Source: an optimization exercise on an open RTL-to-GDS flow (aim: small area). Production flows keep margins and buffers that such runs may drop.
In this exercise RTL edits were held to simulation tests only and were not proved equivalent to the original.
Power is estimated from default activity; no workload was simulated.

## run A
Design spi_eeprom_responder, start of the top module:
module spi_eeprom_responder #(
    parameter int ADDR_W = 8
) (
    input  logic              ACLK,
    input  logic              ARESETn,
    input  logic              SPI_SCK,
    input  logic              SPI_MOSI,
    input  logic              SPI_CS,
    output logic              SPI_MISO,
    input  logic [ADDR_W-1:0] MEM_RADDR,
    output logic [7:0]        MEM_RDATA,
    output logic              WR_STROBE,
    output logic              WEL
);
    typedef enum logic [2:0] {IDLE, CMD, ADDR_H, ADDR_L, WR_DATA, RD_DATA, STATUS, IGNORE} state_t;
    typedef enum logic [1:0] {ARM_NONE, ARM_SET, ARM_CLR} arm_t;
    state_t            state_q, state_d;
    arm_t              arm_q, arm_d;
    logic [2:0]        sck_q, cs_q, bit_cnt_q, bit_cnt_d;
    logic [1:0]        mosi_q;
    logic [6:0]        shift_q;
    logic [7:0]        mem_rdata_d, mem_rdata_q;
    logic [ADDR_W-1:0] addr_q, addr_d;
    logic              miso_q, miso_d, is_rd_q, is_rd_d;
    logic              wrote_q, wrote_d, wel_q, wel_d, wr_strobe_q, wr_strobe_d;
    logic              mem_we, tx_bit;
    logic              pol_q;                    
    logic [2047:0]     arr_q;                    
    logic [15:0]       ahi, alo, lhi, llo;       
  ...
clock: 7.0 ns
lec_check: 0
abc_area: 1
cap_margin: 20
core_margin: 2
core_utilization: 60
slew_margin: 20
synth_hierarchical: 1
synth_minimum_keep_size: 0
standard.sh (not shown) runs the stock make flow with config.mk's settings and CLKGATE_MAP_FILE= SYNTH_SCRIPT=/design/flow/synth_recipe.tcl, a recipe that flattens the netlist after the stock synthesis.
==> flow/flow/run.sh <==
#!/bin/bash
# Standard ORFS layout with two changes:
#  - ABC maps the logic for minimum area ("map -a") instead of the stock area script
#    (which adds buffers and upsizes cells); registers are untouched by ABC.
#  - CTS uses small clkbuf_4 leaf buffers and no dummy loads, so less clock-tree area.
set -e
cp -r "$FLOW_HOME/scripts" scripts_mod
cp flow/abc_map_area.script scripts_mod/abc_area.script
export SCRIPTS_DIR=$PWD/scripts_mod
export CTS_ARGS="-sink_clustering_enable -repair_clock_nets -dont_use_dummy_load -sink_clustering_size 8 -sink_clustering_max_diameter 40 -buf_list sky130_fd_sc_hd__clkbuf_4"
bash standard.sh synth > synth.log 2>&1
bash standard.sh > layout.log 2>&1
==> flow/flow/abc_map_area.script <==
strash
map -a
topo
Run A finished end to end and its layout was clean on timing, DRC and antenna.
#### Input delta (run B over run A)
==> flow/flow/run.sh <==
#!/bin/bash
# Standard ORFS layout with two changes:
#  - ABC maps the logic for minimum area ("map -a") instead of the stock area script
#    (which adds buffers and upsizes cells); registers are untouched by ABC.
#  - CTS uses larger sink clusters and no dummy loads, so fewer clock buffers.
set -e
cp -r "$FLOW_HOME/scripts" scripts_mod
cp flow/abc_map_area.script scripts_mod/abc_area.script
export SCRIPTS_DIR=$PWD/scripts_mod
export CTS_ARGS="-sink_clustering_enable -repair_clock_nets -dont_use_dummy_load -sink_clustering_size 24 -sink_clustering_max_diameter 60"
bash standard.sh synth > synth.log 2>&1
bash standard.sh > layout.log 2>&1
==> comparison <==
Run B vs run A: final total power up in run B. | area growth from synthesis to final layout | run B vs run A | 1.3 points higher |. In run B, the mean number of vias per cell came out 0.75% above the value in run A. Run B reports a lower count of plain and timing-repair buffers than run A does. On combinational power share, the lower figure sits with run B, not run A. Of run B and run A, it is run B that has the higher cell area. Comparing run B and run A, the higher met2 track demand over resource in global routing is on run A. | layout buffering overhead excluding clock cells | run B vs run A | ≈ equal |. Between run A and run B, final period utilization increased. On run B: internal power of the cells is 8.9% higher than what run A gave.
diff inputs: run B => run C
- CAP_MARGIN now 0, was 20
- SLEW_MARGIN now 0, was 20
==> flow/flow/run.sh <==
#!/bin/bash
# Standard ORFS layout with two changes:
#  - ABC maps the logic for minimum area ("map -a") instead of the stock area script
#    (which adds buffers and upsizes cells); registers are untouched by ABC.
#  - CTS uses small clkbuf_4 leaf buffers and no dummy loads, so less clock-tree area.
set -e
cp -r "$FLOW_HOME/scripts" scripts_mod
cp flow/abc_map_area.script scripts_mod/abc_area.script
export SCRIPTS_DIR=$PWD/scripts_mod
export CTS_ARGS="-sink_clustering_enable -repair_clock_nets -dont_use_dummy_load -sink_clustering_size 8 -sink_clustering_max_diameter 40 -buf_list sky130_fd_sc_hd__clkbuf_4"
bash standard.sh synth > synth.log 2>&1
bash standard.sh > layout.log 2>&1
## What came out
Ran to the end and failed final checks on capacitance limit, slew limit, setup timing: run C.
The number of vias in the routed layout of run C is higher than that of run B.
Per the comparison of run C with run B, register-to-register slack has decreased, worst path setup slack after routing fell by 0.26 ns, clock-buffer cell count rose by 140%, switching power share of the total climbed 2.0 points, worst-margin pin slew shows an increase of 0.15 ns.
Diff run B -> run C | register share of the cell area | increase of 0.66 points
The following lists how run D was set up differently from run C:
- changing SLEW_MARGIN from 0 to 20
- changing CAP_MARGIN from 0 to 20
==> flow/flow/run.sh <==
#!/bin/bash
# Standard ORFS layout with two changes:
#  - ABC maps the logic for minimum area ("map -a") instead of the stock area script
#    (which adds buffers and upsizes cells); registers are untouched by ABC.
#  - CTS uses small clkbuf_4 leaf buffers and no dummy loads, so less clock-tree area.
set -e
cp -r "$FLOW_HOME/scripts" scripts_mod
cp flow/abc_map_area.script scripts_mod/abc_area.script
export SCRIPTS_DIR=$PWD/scripts_mod
export CTS_ARGS="-sink_clustering_enable -repair_clock_nets -dont_use_dummy_load -sink_clustering_size 10 -sink_clustering_max_diameter 40 -buf_list sky130_fd_sc_hd__clkbuf_4"
bash standard.sh synth > synth.log 2>&1
bash standard.sh > layout.log 2>&1
Notes after the runs:
Hold slack ended up 0.027 ns higher on run D than on run C. Having completed the whole flow, run D delivered a layout that passed the timing, design-rule and antenna checks. Cmp run D vs run C: fraction of power consumed by the clock network lower in run D. Going from run C to run D, overall routed net length went down 0.37%, portion of the layout cell area used by non-clock buffers rose by 0.20 points. Part of the power in combinational logic | run D above run C. Diff run C -> run D | share of the clock period used by the worst path | decrease of 3.1 points. Run D gives more worst setup slack than run C did.

static timing again, ports no longer ideal:
How much do the figures lean on ideal ports? The routed layouts below were timed once more, with nothing changed but the port constraints.
Step 1 assumes that a clkbuf_16 drives the clock port and a buf_2 every other input.
Step 2 adds t to the input delays and takes it off the output delays; t is the mean of the earliest and latest rising clock arrival at the registers after step 1. Input paths then give back, and output paths get back, about the clock's delay inside the block.
Three values: ideal, step 1, step 2; two values: the first two.
run | t, ns | setup WS [ns] | worst hold slack (ns)
run A | 1.387 | 0.273 / 0.273 / 0.273 | 0.433 / 0.433 / 0.433
run B | 0.868 | 0.245 / 0.245 / 0.245 | 0.425 / 0.425 / 0.425
run C | 1.412 | -0.015 / -0.015 / -0.015 | 0.404 / 0.404 / 0.404
run D | 1.356 | 0.204 / 0.204 / 0.200 | 0.431 / 0.431 / 0.431
For run D, which loses most, drivers alone change the setup slack by 0.000 ns; drivers and shift together by -0.004 ns.
